This is an optimization exercise on Yosys and OpenROAD, whose aim is small area and a short achievable clock period, not a production implementation. The RTL was checked by simulation tests, not by an equivalence proof against the original design. Power figures rest on the tool's default switching activity, not on a simulated workload.

## flow/design.v (module list and top-level ports; edited modules follow where they fit)
// module fir_pre_stage: 831 lines
// module fir_fa: 11 lines
// module fir_ha: 10 lines
// module fir_filter: 3385 lines
module fir_filter
(
	input  logic        clk,
	input  logic        arst_n,  
	input  logic [15:0] x,       
	output logic [15:0] y        
);
  // ...
==> flow/flow/run.sh <==
#!/bin/bash
# Layout flow: the standard flow (standard.sh), with faster port buffers.
# The flow's port buffering picks a slow delay-cell buffer for every port; here
# buffer_ports is told to use a plain buffer instead. Everything else is standard.
set -e
cp standard.sh standard_sh_copy.log
export BUFFER_PORTS_ARGS="-buffer_cell sky130_fd_sc_hd__buf_2"
bash standard.sh > standard_run.log 2>&1
==> flow/standard.sh <==
#!/bin/bash
# synth_recipe.tcl (not shown) runs the flow's synth.tcl, then flattens the netlist and writes it again
# the make line also repeats each setting of config.mk as NAME=value (left out here)
make -C /OpenROAD-flow-scripts/flow DESIGN_CONFIG=/design/flow/config.mk WORK_HOME=/design/flow/orfs CLKGATE_MAP_FILE= SYNTH_SCRIPT=/design/flow/synth_recipe.tcl "${@:-finish}"
==> flow/config.mk <==
export PLATFORM = sky130hd
export DESIGN_NAME = fir_filter
export DESIGN_NICKNAME = fir_filter
export VERILOG_FILES = /design/flow/design.v
export SDC_FILE = /design/flow/constraint.sdc
export NUM_CORES = 4
export LEC_CHECK = 0
export CAP_MARGIN = 20
export CORE_MARGIN = 2
export CORE_UTILIZATION = 60
export PLACE_DENSITY = 0.75
export SLEW_MARGIN = 20
export SYNTH_HIERARCHICAL = 1
export SYNTH_MINIMUM_KEEP_SIZE = 0
==> flow/constraint.sdc <==
create_clock -name core_clock -period 12.0 [get_ports {clk}]
set_input_delay 2.4000 -clock core_clock [delete_from_list [all_inputs] [get_ports {clk}]]
set_output_delay 2.4000 -clock core_clock [all_outputs]
set_load 0.01 [all_outputs]
==> impl_results.md, run 1 <==
- Worst Reg-to-Reg Cells: 7
- Synth Area in Adders: 46.6%
- Util after Layout: 65.4%
- Combinational power share: about 56%
- Status: finished clean
- HP Class: reg -> reg
- Layout area overhead: 7.55%
- Crit-path cells: inv_1, ha_1, fa_1, fa_1, fa_1, fa_1, fa_1
- Die area: roughly 0.042 mm²
- Buffering overhead: less than 1%
- # IOs: 34
- Worst path slowest cell: dfrtp_1
- Main combinational cell family by area after synthesis: adder cells
- TNS Setup: 0 ps
- CP dominant cell by count: fa_1
- Sequential-to-total area share from yosys stat: a little under two fifths
- Number of sequential cells: ~360
- Dpl cells: around 2200
- Iteration count of the initial detailed-routing pass: 5
- Final worst slack: 8020 ps
- Clk pwr share: approximately 15%
- Post-synth ARST share: 100%
- Non-clk bufs: 38
- Wirelength per Cell: ~23 µm
- Power Clock: about 1300 µW
- Max Freq: between 200 and 300 MHz
- Hpwl dp: 38.8 mm
- CP Buf/Inv Count: 1
- Max Used Layer: met4
==> run 2, diff against run 1 <==
--- a/flow/config.mk
+++ b/flow/config.mk
@@ -8,6 +8,6 @@
 export CAP_MARGIN = 20
 export CORE_MARGIN = 2
-export CORE_UTILIZATION = 60
-export PLACE_DENSITY = 0.75
+export CORE_UTILIZATION = 40
+export PLACE_DENSITY = 0.6
 export SLEW_MARGIN = 20
 export SYNTH_HIERARCHICAL = 1
==> run 2 against run 1 <==
  * Largest power group unchanged
  * Maximum frequency down 0.12%
  * Sequential share of layout area fell by 0.47 points
  * Non-clock buffer count is 1 higher
==> impl_results.md, run 2 <==
- Biggest regs: r5r x19, r3r x18, vr x16
- Setup bufs post-CTS: 0
- Hold-fix buffers, CTS: 0
- DR vias: 12519
- Area after DPL: 0.0250 mm²
- Iteration count of the initial detailed-routing pass: 5 (unchanged)
- HP Class: reg -> reg
- Power Dens Cells: between 300 and 400 mW/mm²
- Max transition margin: between 30 and 40%
- Yosys top cell area share: between 30% and 40%
- Largest reg by FF count: r5r
- Pleak: approximately 0.012 µW
- Global-route usage over all layers: between 10% and 20%
- Initial core utilization: 40.3%
- CP dominant cell by count: fa_1
- VDD IR max: ~0.12 mV
- Top post-synthesis cells by count: 427 x fa_1, 250 x dfrtp_1, 205 x ha_1, 188 x inv_1, 106 x dfstp_2
- Total CTS buffers: 40
- DRC viols: 0
- Count leader, synth: fa_1
- Nets: between 2000 and 2500
- Critical Path RT: roughly 13000 ps
- Initial antenna violation count: 1
- Vias in the first global route: 14699
- Max reg flops: 19
- FILL cells: roughly 5300
- Top FF cell, synth: dfrtp_1
- CP arrival: approximately 4500 ps
- Power, Total: between 8000 and 9000 µW
- Max-cap check violation count: 0
- CTS resizes: 0
- Die width: 250 µm
- Finish-stage setup viols: 0
- Final worst slack: 8020 ps (-4.64 ps)
- Wirelength per Cell: 21.1 µm (-8.2%)
- Clock insertion delay at the later pin of the skew report: about 600 ps
- Row cnt: 90
- CTS tree: yes
- Final Max Tran Viols: 0
- Syn avg cell area: approximately 15 µm²
- Final GP Congestion: ~0.84
- # IOs: 34 (unchanged)
- Layout area overhead: 9.02%
- Buffers on Ports: 32
- Crit-path cells: inv_1, fa_1, fa_1, fa_1, fa_1, fa_1, fa_1
- H-tree Lvls: 2
- Root buffer cell: clkbuf_16
- Max Freq: 251 MHz (-0.12%)
- Tightest Pin Transition: roughly 1000 ps
- RSZ-0062 raised after global routing: no
- DIE HEIGHT: about 250 µm
- Yosys top cell by area: fa_1
- Initial DRC count: 792
- Number of diodes: 0
- Cell count after synthesis: roughly 1700
- Clock tree sinks: between 300 and 400
- Area contributors post-synth: fa_1 35%, dfrtp_1 26%, dfstp_2 11%, ha_1 11%, inv_1 2.9%
- ANT nets after route: 0
- Clk slew on worst S/H paths: 60 ps
- Number of synthesized flops with an enable pin: 0
- Worst setup path category: reg -> reg
- Status: finished clean
- Clk_skew: 33.1 ps
- Crit-path max FO: 6
- Most frequent cells in the layout: 427 x fa_1, 250 x dfrtp_1, 205 x ha_1
- Share of cells above drive strength 1: between 10% and 20%
- Grt total ovfl: 0
- Final WL: around 53 mm
- Worst slack, placed: roughly 7400 ps
- First-pass GRT wire length: roughly 84 mm
- Setup crit end kind: flip-flop
- Post-Synthesis Cell Area: between 0.02 and 0.025 mm²
- Vias per inst: around 5
- Worst path max stage delay: 550 ps
- Post-synth ARST share: 100% (unchanged)
- Fin crit share: 33.2%
- Most common cell after layout, fill and taps aside: fa_1
- CP Launch Type: flip-flop
- Yosys reg bits: ~360
- TNS Setup: 0 ps (unchanged)
- Clock Tree Buf Depth: 3
- Maximum number of pins on one net before global-route repair: a little under 80
- Hpwl dp: 40.3 mm (+3.9%)
- Min Tclk post-route: 3980 ps
- Synthesis warning total: 7
- Yosys cell types: 75
- Core area: 0.0601 mm²
- Design Area, Final: 0.0264 mm²
- Fin. Hold Viols: 0
- Sequential-to-total area share from yosys stat: 37.3% (unchanged)
- Die area: 0.0626 mm² (+49%)
- Worst path slowest cell: fa_1
run 2: worst paths after layout:
kind | startpoint | slack, ps | depth (start not counted) | end
max in group asynchronous | arst_n | 8100 | 3 | vr[1]$_DFF_PN0_
worst min-delay path | zc2[4]$_DFF_PN0_ | 480 | 1 | zs1[12]$_DFF_PN1_
worst max register to register | vr[14]$_DFF_PN0_ | 8020 | 7 | zs7[2]$_DFF_PN1_
worst max-delay path | vr[14]$_DFF_PN0_ | 8020 | 7 | zs7[2]$_DFF_PN1_
min in group asynchronous | arst_n | 1750 | 1 | zs9[14]$_DFF_PN0_
worst min register to register | zc2[4]$_DFF_PN0_ | 480 | 1 | zs1[12]$_DFF_PN1_
run 2: cell type report:
class / instances / area, µm² / area share, %
timing repair buffer: 39 / 223 / 0.843
tap: 782 / 978 / 3.70
multi-input combinational: 1056 / 14100 / 53.2
sequential: 356 / 9040 / 34.2
clock buffer: 55 / 1130 / 4.27
inverter: 188 / 706 / 2.67
clock inverter: 19 / 293 / 1.11
run 2: cells by family after synthesis:
group           count (synthesis)  share of synthesized area, %
xor+xnor                       88                          3.18
other cells                     2                        0.0310
buf+inv                       253                          4.79
compound gates                188                          5.59
simple gates                  124                          2.51
fa+ha+maj                     649                          46.6
flops                         356                          37.3
run 2: layer usage:
layer  share of wire, %  track usage (%)
met2                 47             28.3
met4                2.6             5.08
met5              0.023                0
met3                4.9             3.83
met1                 45             25.2
run 2: critical path: cells and delay by family (launching register included):
| family | cells | cell delay, ps |
|---|---|---|
| buffers and inverters | 1 | 490 |
| flip-flops | 1 | 530 |
| adder cells (fa/ha/maj) | 6 | 2870 |
run 2: report_power, final:
part	internal (µW)	total (µW)	switching (µW)	leakage, µW
Combinational	2180	4690	2510	0.00711
Sequential	2080	2480	406	0.00406
Clock	776	1300	528	0.000671
Total	5030	8480	3450	0.0118
run 2: through the flow:
step | instances | hold WS (ps) | utilization, %
detailed placement | 2421 | 456 | 41.6
global placement | 2421 | 460 | 41.6
global route | 2495 | 506 | 43.9
CTS | 2495 | 484 | 43.9
floorplan | 1665 | 443 | -
finish | 2495 | 481 | 43.9
run 2: modules after synthesis (local to each module, per instance):
module         cells inside  times used
fir_fa                    1         425
fir_filter              829           1
fir_ha                    1         125
fir_pre_stage           281           1
==> run 3, diff against run 2 <==
--- a/flow/config.mk
+++ b/flow/config.mk
@@ -9,4 +9,6 @@
 export CORE_MARGIN = 2
 export CORE_UTILIZATION = 40
+export CTS_CLUSTER_DIAMETER = 100
+export CTS_CLUSTER_SIZE = 22
 export PLACE_DENSITY = 0.6
 export SLEW_MARGIN = 20
==> run 3 against run 2 <==
  * Register-to-register slack barely moved
  * Critical path depth is the same
  * Critical endpoint unchanged
  * Highest routed layer is now met4
  * Cell count fell by 1.5%
  * Final area decreased by 3.1%
==> impl_results.md, run 3 <==
- H-tree Lvls: 1 (-1)
- Clk slew on worst S/H paths: 90 ps (+30 ps)
- Post-synth ARST share: 100% (unchanged)
- Max Freq: 252 MHz (+0.30%)
- Number of synthesized flops with an enable pin: 0 (unchanged)
- Hold-fix buffers, CTS: 0 (unchanged)
- Row cnt: 90 (unchanged)
- Buffers on Ports: 32 (unchanged)
- Initial core utilization: 40.3% (unchanged)
- Final worst slack: 8030 ps (+11.8 ps)
- Dpl cells: 2421 (unchanged)
- Max-cap check violation count: 0 (unchanged)
- Setup crit end kind: flip-flop
- RSZ-0062 raised after global routing: no
- TNS Setup: 0 ps (unchanged)
- CP arrival: 4470 ps (about the same)
- Count leader, synth: fa_1
- Maximum number of pins on one net before global-route repair: 77 (unchanged)
- Nets: 2311 (-0.86%)
- Yosys cell types: 75 (unchanged)
- Clock Tree Buf Depth: 3 (unchanged)
- Util after Layout: 42.6% (-1.3 points)
- Initial antenna violation count: 0 (-1)
- Min-Delay Path Depth: 1 (unchanged)
- Max reg flops: 19 (unchanged)
- Most common cell after layout, fill and taps aside: fa_1
- Final Max Tran Viols: 0 (unchanged)
- Final GP Congestion: 0.842 (unchanged)
- Synthesis warning total: 7 (unchanged)
- FILL cells: 5385 (+1.2%)
- Sequential-to-total area share from yosys stat: 37.3% (unchanged)
- Global-route usage over all layers: 17.6% (-0.38 points)
- First-pass GRT wire length: 83.4 mm (-1.2%)
- Largest reg by FF count: r5r
- Layout area overhead: 5.67%
- Max transition margin: 33.6% (+0.39 points)
- Status: finished clean
- Critical Path RT: 12500 ps (about the same)
- Tightest Pin Transition: 996 ps (-5.81 ps)
- Post-Synthesis Cell Area: 0.0242 mm² (unchanged)
- Area contributors post-synth: fa_1 35%, dfrtp_1 26%, dfstp_2 11%, ha_1 11%, inv_1 2.9%
- Iteration count of the initial detailed-routing pass: 5 (unchanged)
- HP Class: reg -> reg
- Top post-synthesis cells by count: 427 x fa_1, 250 x dfrtp_1, 205 x ha_1, 188 x inv_1, 106 x dfstp_2
- Finish-stage setup viols: 0 (unchanged)
- Yosys reg bits: 356 (unchanged)
- Min Tclk post-route: 3970 ps (-11.8 ps)
- Worst slack, placed: 7380 ps (unchanged)
- Top FF cell, synth: dfrtp_1
- DIE HEIGHT: 250 µm (unchanged)
- Grt total ovfl: 0 (unchanged)
- Setup bufs post-CTS: 0 (unchanged)
- Crit-path max FO: 6 (unchanged)
- Wirelength per Cell: 21.1 µm (about the same)
- Clock tree sinks: 356 (unchanged)
- ANT nets after route: 0 (unchanged)
- Biggest regs: r5r x19, r3r x18, vr x16
- Number of diodes: 0 (unchanged)
- Most frequent cells in the layout: 427 x fa_1, 250 x dfrtp_1, 205 x ha_1
- CTS resizes: 0 (unchanged)
- # IOs: 34 (unchanged)
- Fin crit share: 33.1% (-0.098 points)
- Yosys top cell area share: 35.3% (unchanged)
- Power Dens Cells: 309 mW/mm² (-3.8%)
- Syn avg cell area: 14.6 µm² (unchanged)
- Worst Reg-to-Reg Cells: 7 (unchanged)
- Share of cells above drive strength 1: 11.1% (-2.3 points)
- Total CTS buffers: 20 (-50%)
- Vias per inst: 5.00 (-0.31%)
- Cell count after synthesis: 1660 (unchanged)
- DRC viols: 0 (unchanged)
- Fin. Hold Viols: 0 (unchanged)
- Worst setup path category: reg -> reg
- Fin cells: 2457 (-1.5%)
- Initial DRC count: 759 (-4.2%)
- Die width: 250 µm (unchanged)
- DR vias: 12290 (-1.8%)
- Root buffer cell: clkbuf_16
- Clock insertion delay at the later pin of the skew report: 580 ps (about the same)
- Pleak: 0.0115 µW (-3.2%)
- VDD IR max: 0.116 mV (-3.6%)
- CTS tree: yes
- Yosys top cell by area: fa_1
- Die area: 0.0626 mm² (unchanged)
- Vias in the first global route: 14414 (-1.9%)
- Final WL: 51.7 mm (-1.5%)
- Clk_skew: 28.1 ps (-5.00 ps)
- CP Launch Type: flip-flop
- Core area: 0.0601 mm² (unchanged)
- Hpwl dp: 40.3 mm (unchanged)
run 3: worst paths after layout:
path	from	endpoint	slack, ps
max	vr[14]$_DFF_PN0_	zs7[2]$_DFF_PN1_	8030
min	zc2[4]$_DFF_PN0_	zs1[12]$_DFF_PN1_	480
max reg2reg	vr[14]$_DFF_PN0_	zs7[2]$_DFF_PN1_	8030
min reg2reg	zc2[4]$_DFF_PN0_	zs1[12]$_DFF_PN1_	480
max in group asynchronous	arst_n	r3r[0]$_DFF_PN0_	8090
min in group asynchronous	arst_n	zs9[14]$_DFF_PN0_	1750
run 3: worst max-delay path, stage by stage (launching register included):
cell	delay, ps
dfrtp_1	540
inv_1	490
fa_1	540
fa_1	540
fa_1	440
fa_1	450
fa_1	390
fa_1	490
run 3: stage by stage:
step,power (µW),hold WS [ps],area [µm²]
after floorplan,5830,443,24300
after global placement,7060,460,25000
after detailed placement,7240,456,25000
after CTS,8100,491,25600
after global routing,8910,510,25600
final,7910,485,25600
run 3: cell type report:
| type | count | area [µm²] | share of cell area [%] |
|---|---|---|---|
| Inverter | 188 | 706 | 2.76 |
| Tap cell | 782 | 978 | 3.82 |
| Clock inverter | 2 | 46.3 | 0.181 |
| Timing Repair Buffer | 39 | 223 | 0.870 |
| Sequential cell | 356 | 9040 | 35.3 |
| Clock buffer | 34 | 563 | 2.20 |
| Multi-Input combinational cell | 1056 | 14100 | 54.9 |
run 3: kinds of logic (layout without fill, tap and decap cells):
group / count (synthesis) / after routing / synth area share (%)
compound gates: 188 / 188 / 5.59
xor+xnor: 88 / 88 / 3.18
fa+ha+maj: 649 / 649 / 46.6
buf+inv: 253 / 263 / 4.79
flops: 356 / 356 / 37.3
other cells: 2 / 7 / 0.0310
simple gates: 124 / 124 / 2.51
run 3: where the power goes:
group | leakage [µW] | total, µW | internal (µW) | switching [µW]
logic | 0.00711 | 4680 | 2180 | 2510
registers | 0.00406 | 2480 | 2070 | 405
clock network | 0.000288 | 751 | 330 | 421
run 3: layer usage:
metal / part of all wire (%) / up-vias / track usage [%]
met5: 0 / - / 0
met4: 1.9 / 0 / 3.58
met3: 4.6 / 57 / 2.82
met2: 48 / 207 / 28.4
met1: 45 / 6708 / 25.3
li1: - / 5318 / -
run 3: Yosys stat by module (local to each module, per instance):
module	area [µm²]	flip-flops and latches	cells inside	times used
fir_ha	12.5	0	1	125
fir_filter	12000	356	829	1
fir_fa	20.0	0	1	425
fir_pre_stage	2150	0	281	1

## static timing again, ports no longer ideal
How much do the figures lean on ideal ports? The routed layouts below were timed once more, with nothing changed but the port constraints. Step 1 sets driving cells, clkbuf_16 on the clock port and buf_2 on the other inputs (assumed; they add their load-dependent delay and slew). Step 2, shift: input delay + t, output delay - t, t = (earliest + latest rising clock arrival at the registers) / 2. This alone moves slack from input paths to output paths. Slacks: no drivers / after step 1 / after step 2; pairs: no drivers / after step 1.
run | t, ns | setup WS [ns] | worst setup path at the end | cell pins on the clock port's net
run 1 | 0.595 | 8.024 / 8.024 / 7.577 | input to register | 1
run 2 | 0.623 | 8.019 / 8.019 / 7.484 | input, reset recovery | 1
run 3 | 0.619 | 8.031 / 8.031 / 7.480 | input, reset recovery | 1
After both steps every run listed still meets setup and hold. The setup slack of run 3, which loses most, moves by 0.000 ns with the drivers and by -0.551 ns with both steps. Setup slack includes reset recovery checks.
